Source: an optimization exercise on an open RTL-to-GDS flow (aim: a short achievable clock period and few clock cycles). Production flows keep margins and buffers that such runs may drop. In this exercise RTL edits were held to simulation tests only and were not proved equivalent to the original. Power figures rest on the tool's default switching activity, not on a simulated workload.

## cpu_top
module cpu_top (
    input  logic               clk,
    input  logic               rst,
    input  logic               rdy,
    output logic               inst_fetch,
    output cpu_pkg::addr_t     inst_addr,
    input  cpu_pkg::word_t     instruction,
    output cpu_pkg::data_req_t data_req,
    input  cpu_pkg::word_t     read_data
);
Size in the first run: ~2400 flip-flops, about 0.15 mm2 of cells after synthesis.
Settings: LEC_CHECK=0, ABC_CLOCK_PERIOD_IN_PS=100, CAP_MARGIN=20, CORE_MARGIN=2, CORE_UTILIZATION=40, SETUP_SLACK_MARGIN=5, SLEW_MARGIN=20; clock period 10.0 ns.
run.sh (not shown) runs the stock make flow with config.mk's settings and CLKGATE_MAP_FILE= SYNTH_SCRIPT=/design/flow/synth_recipe.tcl, a recipe that flattens the netlist after the stock synthesis.
Testbench counts at the start, summed over its fixed seeds: cycles 59,629.
==> next run, changes <==
--- a/flow/design.v
+++ b/flow/design.v
@@ -297,21 +297,21 @@
         .alu_sel  (dc_sel),
         .alu_sub  (dc_sub),
         .alu_sra  (dc_sra),
         .imm      (dc_imm)
     );
     assign m_val = m_ld ? read_data : m_res;
     logic [1023:0] rf;
     always_ff @(posedge clk) begin
         if (!rst) begin
             rf <= '0;
-        end else if (m_we) begin
+        end else if (rdy && m_we) begin
             for (integer i = 1; i < 32; i = i + 1) begin
                 if (m_rd == i[4:0]) rf[i*32 +: 32] <= m_val;
             end
         end
     end
     reg_read u_rd1 (.regs (rf), .idx (rs1), .data (rf1));
     reg_read u_rd2 (.regs (rf), .idx (rs2), .data (rf2));
     always_comb begin
         if (rs1 == 5'd0)                 fw1 = 32'd0;
         else if (e_we && e_rd == rs1)    fw1 = e_res;
@@ -339,24 +339,24 @@
     assign d_hi1_x = {1'b0, fa1[15:8], 1'b1} + {1'b0, dc_imm[15:8], 1'b1};
     assign d_hi1   = d_hi1_x[9:1];
     logic s1e, s1m, s2e, s2m;
     logic eq_rr, eq_1e, eq_1m, eq_e2, eq_m2, eq_em;
     assign s1e = rs1 != 5'd0 && e_we && e_rd == rs1;
     assign s1m = rs1 != 5'd0 && !s1e && m_we && m_rd == rs1;
     assign s2e = rs2 != 5'd0 && e_we && e_rd == rs2;
     assign s2m = rs2 != 5'd0 && !s2e && m_we && m_rd == rs2;
     assign eq_rr = rf1 == rf2;
     assign eq_1e = rf1 == e_res;
-    assign eq_1m = m_ld ? rf1 == read_data : rf1 == m_res;
+    assign eq_1m = rf1 == m_val;
     assign eq_e2 = e_res == rf2;
-    assign eq_m2 = m_ld ? read_data == rf2 : m_res == rf2;
-    assign eq_em = m_ld ? e_res == read_data : e_res == m_res;
+    assign eq_m2 = m_val == rf2;
+    assign eq_em = e_res == m_val;
     always_comb begin
         if (s1e)      d_eq = s2e ? 1'b1 : (s2m ? eq_em : eq_e2);
         else if (s1m) d_eq = s2e ? eq_em : (s2m ? 1'b1 : eq_m2);
         else          d_eq = s2e ? eq_1e : (s2m ? eq_1m : eq_rr);
     end
     logic [31:0] tgt_b, tgt_j, tgt_u;
     assign tgt_b = d_pc + {{20{instruction[31]}}, instruction[7], instruction[30:25],
                            instruction[11:8], 1'b0};
     assign tgt_j = d_pc + {{12{instruction[31]}}, instruction[19:12], instruction[20],
                            instruction[30:21], 1'b0};
@@ -383,22 +383,22 @@
     assign mis      = taken != e_pred;
     assign redirect = !e_hold && mis;
     assign ea_mid   = e_c8 ? e_hi1[7:0] : e_hi0[7:0];
     assign c16      = e_c8 ? e_hi1[8] : e_hi0[8];
     logic [32:16] ea_hi_x;
     assign ea_hi_x  = {e_a[31:16], 1'b1} + {e_b[31:16], c16};
     assign ea_hi    = ea_hi_x[32:17];
     assign jalr_pc  = {ea_hi, ea_mid, e_ea[7:1], 1'b0};
     assign corr_pc  = e_jalr ? jalr_pc : e_corr;
     assign fetch_pc = mis ? corr_pc : f_pc;
-    localparam int btb_n = 16;
-    localparam int btb_k = 4;
+    localparam int btb_n = 8;
+    localparam int btb_k = 3;
     logic [btb_n-1:0]            btb_v;
     logic [btb_n*(30-btb_k)-1:0] btb_tag;
     logic [btb_n*32-1:0]         btb_tgt;
     logic [btb_k-1:0]            e_idx, w_idx;
     logic                        w_en;
     logic [31:btb_k+2]           w_tag;
     logic [31:0]                 w_tgt;
     logic                        hit_f, hit_c, btb_hit;
     logic [31:0]                 next_f, next_c, pred_pc;
     btb_lookup #(.N(btb_n), .K(btb_k)) u_btb_f (
@@ -422,21 +422,21 @@
     always_ff @(posedge clk) begin
         if (rdy) begin
             w_idx <= e_idx;
             w_tag <= e_pc[31:btb_k+2];
             w_tgt <= e_tgt;
         end
     end
     always_ff @(posedge clk) begin
         if (!rst) begin
             btb_v <= '0;
-        end else if (w_en) begin
+        end else if (rdy && w_en) begin
             btb_v[w_idx]                          <= 1'b1;
             btb_tag[w_idx*(30-btb_k) +: 30-btb_k] <= w_tag;
             btb_tgt[w_idx*32 +: 32]               <= w_tgt;
         end
     end
     assign inst_fetch = rdy && rst && !e_hold;
     assign inst_addr  = mis ? corr_pc[15:0] : f_pc[15:0];
     always_comb begin
         data_req.addr  = {ea_mid, e_ea};
         data_req.wdata = e_sd;
- count of clock-buffer cells in the layout drops by 75
- synthesized cell count decreases by about 17%
- power came out lower by about 26%
- via count is lower by about 19%
- setup slack gets worse by 0.18 ns
- worst hold slack improves by 0.019 ns
- final area falls by about 22%
- global-route usage went down by 0.57 points
- die area came out lower by about 20%
- clock skew goes down by 0.017 ns
- first-iteration DRC count came out lower by 20%
- register-to-register slack gets worse by 0.24 ns
- clock power goes down by about 24%
Testbench counts after the change, summed over its fixed seeds: cycles 59,741.

* * *

Another version of the RTL of cpu_top (not shown whole).
Size in the first run: ~15,000 cells after synthesis.
==> flow/config.mk <==
export PLATFORM = sky130hd
export DESIGN_NAME = cpu_top
export DESIGN_NICKNAME = cpu_top
export VERILOG_FILES = /design/flow/design.v
export SDC_FILE = /design/flow/constraint.sdc
export NUM_CORES = 4
export LEC_CHECK = 0
export ABC_CLOCK_PERIOD_IN_PS = 100
export CAP_MARGIN = 20
export CORE_MARGIN = 2
export CORE_UTILIZATION = 40
export SETUP_SLACK_MARGIN = 5
export SLEW_MARGIN = 20
==> flow/constraint.sdc <==
create_clock -name core_clock -period 10.0 [get_ports {clk}]
set_input_delay 2.0000 -clock core_clock [delete_from_list [all_inputs] [get_ports {clk}]]
set_output_delay 2.0000 -clock core_clock [all_outputs]
set_load 0.01 [all_outputs]
Testbench counts at the start, summed over its fixed seeds: cycles 58,985.
Rerun with:
--- a/flow/design.v
+++ b/flow/design.v
@@ -259,19 +259,19 @@
     logic [31:0] e_a, e_b, e_sd;
     logic [7:0]  e_ea;           
     logic        e_c8;           
     logic [8:0]  e_hi0, e_hi1;   
     logic        e_eq;           
     logic [31:0] e_alt;          
     logic        e_altsel;
     logic [31:0] e_pc;
-    logic        e_pred;
+    logic        e_pred;         
+    logic        e_praw;         
     logic        e_jx;           
-    logic        e_jbad;         
     logic        e_bq, e_bn;     
     logic [31:0] e_tgt;          
     logic [31:0] e_corr;         
     logic [7:0]  e_sel;
     logic        e_sub, e_sra;
     logic        e_we, e_ld, e_st, e_beq, e_bne, e_jal, e_jalr;
     logic [4:0]  e_rd;
     logic        m_we, m_ld;
@@ -378,35 +378,36 @@
     assign tgt_b = d_pc + {{20{instruction[31]}}, instruction[7], instruction[30:25],
                            instruction[11:8], 1'b0};
     assign tgt_j = d_pc + {{12{instruction[31]}}, instruction[19:12], instruction[20],
                            instruction[30:21], 1'b0};
     assign tgt_u = d_pc + {instruction[31:12], 12'b0};
     assign d_tgt = dc_jal ? tgt_j : (dc_auipc ? tgt_u : tgt_b);
     assign d_pc4 = d_pc + 32'd4;
     assign d_imm4 = dc_imm == 32'd4;
-    logic d_jmatch;
-    sum_eq u_jeq (.a (fa1), .b (dc_imm), .c (f_pc), .eq (d_jmatch));
+    logic d_jsum, d_jmatch;
+    sum_eq u_jeq (.a (e_alt), .b (dc_imm), .c (f_pc), .eq (d_jsum));
+    assign d_jmatch = e_we && e_fast && e_rd == rs1 && d_jsum;
     logic [31:0] alu_res;
     logic [7:0]  ea_mid;         
     logic        c16;
     logic [31:16] ea_hi;         
     logic [31:0] jalr_pc, fetch_pc, corr_pc;
     logic        taken, mis, redirect;
     alu u_alu (
         .a      (e_a),
         .b      (e_b),
         .sub    (e_sub),
         .sra    (e_sra),
         .sel    (e_sel),
         .result (alu_res)
     );
     assign e_res = alu_res | ({32{e_altsel}} & e_alt);
     assign taken    = e_jx || (e_bq && e_eq) || (e_bn && !e_eq);
-    assign mis      = (taken != e_pred) || e_jbad;
+    assign mis      = taken != e_pred;
     assign redirect = !e_hold && mis;
     assign ea_mid   = e_c8 ? e_hi1[7:0] : e_hi0[7:0];
     assign c16      = e_c8 ? e_hi1[8] : e_hi0[8];
     logic [32:16] ea_hi_x;
     assign ea_hi_x  = {e_a[31:16], 1'b1} + {e_b[31:16], c16};
     assign ea_hi    = ea_hi_x[32:17];
     assign jalr_pc  = {ea_hi, ea_mid, e_ea[7:1], 1'b0};
     assign corr_pc  = e_jalr ? jalr_pc : e_corr;
@@ -489,27 +490,27 @@
             e_we    <= 1'b0;
             e_ld    <= 1'b0;
             e_st    <= 1'b0;
             e_beq   <= 1'b0;
             e_bne   <= 1'b0;
             e_jal   <= 1'b0;
             e_jalr  <= 1'b0;
             e_pred  <= 1'b0;
+            e_praw  <= 1'b0;
             e_jx    <= 1'b0;
-            e_jbad  <= 1'b0;
             e_bq    <= 1'b0;
             e_bn    <= 1'b0;
             m_we    <= 1'b0;
             m_ld    <= 1'b0;
         end else if (rdy) begin
             if (e_hold) begin
                 e_a     <= h_a;
                 e_b     <= h_b;
-                e_jbad  <= e_jalr && !(e_pred && h_jmatch);
+                e_pred  <= e_praw && (!e_jalr || h_jmatch);
                 e_ea    <= h_ea;
                 e_c8    <= h_c8;
                 e_hi0   <= h_hi0;
                 e_hi1   <= h_hi1;
                 e_eq    <= h_a == h_b;
                 if (e_w2) e_sd <= read_data;
                 e_hold  <= 1'b0;
                 e_w1    <= 1'b0;
@@ -527,35 +528,35 @@
                     e_w2    <= wait2;
                     e_we    <= dc_we;
                     e_ld    <= dc_ld;
                     e_st    <= dc_st;
                     e_beq   <= dc_beq;
                     e_bne   <= dc_bne;
                     e_jal   <= dc_jal;
                     e_jalr  <= dc_jalr;
-                    e_pred  <= d_pred;
+                    e_pred  <= d_pred && (!dc_jalr || d_jmatch);
+                    e_praw  <= d_pred;
                     e_jx    <= dc_jalr || (dc_jal && !d_imm4);
-                    e_jbad  <= dc_jalr && !(d_pred && d_jmatch);
                     e_bq    <= dc_beq && !d_imm4;
                     e_bn    <= dc_bne && !d_imm4;
                 end else begin
                     e_hold  <= 1'b0;
                     e_w1    <= 1'b0;
                     e_w2    <= 1'b0;
                     e_we    <= 1'b0;
                     e_ld    <= 1'b0;
                     e_st    <= 1'b0;
                     e_beq   <= 1'b0;
                     e_bne   <= 1'b0;
                     e_jal   <= 1'b0;
                     e_jalr  <= 1'b0;
                     e_pred  <= 1'b0;
+                    e_praw  <= 1'b0;
                     e_jx    <= 1'b0;
-                    e_jbad  <= 1'b0;
                     e_bq    <= 1'b0;
                     e_bn    <= 1'b0;
                 end
                 e_useimm <= dc_useimm;
                 e_a      <= fw1;
                 e_b      <= opb;
                 e_sd     <= fw2;
                 e_ea     <= d_ea;
Outcome:
- power hardly moves
- cell area is higher by 0.57%
- wire length is higher by 3.9%
- worst hold slack degrades by 0.0095 ns
- final cell count is about the same
- synthesized area stays flat
- non-clock buffer count went up by 149
- via count came out lower by 1.1%
- die area stays flat
Testbench counts after the change, summed over its fixed seeds: cycles 58,985.

[what the ideal ports hide]
The flow's constraints put no driver on any port. The routed layouts listed below were extracted and timed again, unchanged, in two steps. Step 1 (the two cells are an assumption about what drives the block):
set clk [get_ports {clk}]
set_driving_cell -lib_cell sky130_fd_sc_hd__clkbuf_16 $clk
set_driving_cell -lib_cell sky130_fd_sc_hd__buf_2 [delete_from_list [all_inputs] $clk]
Step 2 times the ports against the registers' clock, not the clock port: input delays grow and output delays shrink by t, the midpoint of the rising clock arrivals with the driver on. a / b / c = ideal / step 1 / step 2; a / b = the first two.
| run | t (ns) | setup WS [ns] | slew at the worst register clock pin (ns) | worst data-port slew with drivers (ns) | cell pins on the clock port's net |
|---|---|---|---|---|---|
| the first run of note 1 | 1.061 | 4.869 / 4.548 / 3.487 | 0.08 / 0.08 | 0.53 | 1 |
| the second run of note 1 | 1.012 | 4.690 / 4.450 / 3.438 | 0.08 / 0.08 | 0.64 | 1 |
| the first run of note 2 | 1.047 | 4.624 / 4.341 / 3.294 | 0.07 / 0.07 | 0.53 | 1 |
| the second run of note 2 | 1.112 | 4.653 / 4.458 / 3.346 | 0.07 / 0.07 | 0.74 | 1 |
After both steps setup and hold are still met in every run listed. For the first run of note 1, which loses most, drivers alone change the setup slack by -0.321 ns; drivers and shift together by -1.382 ns.
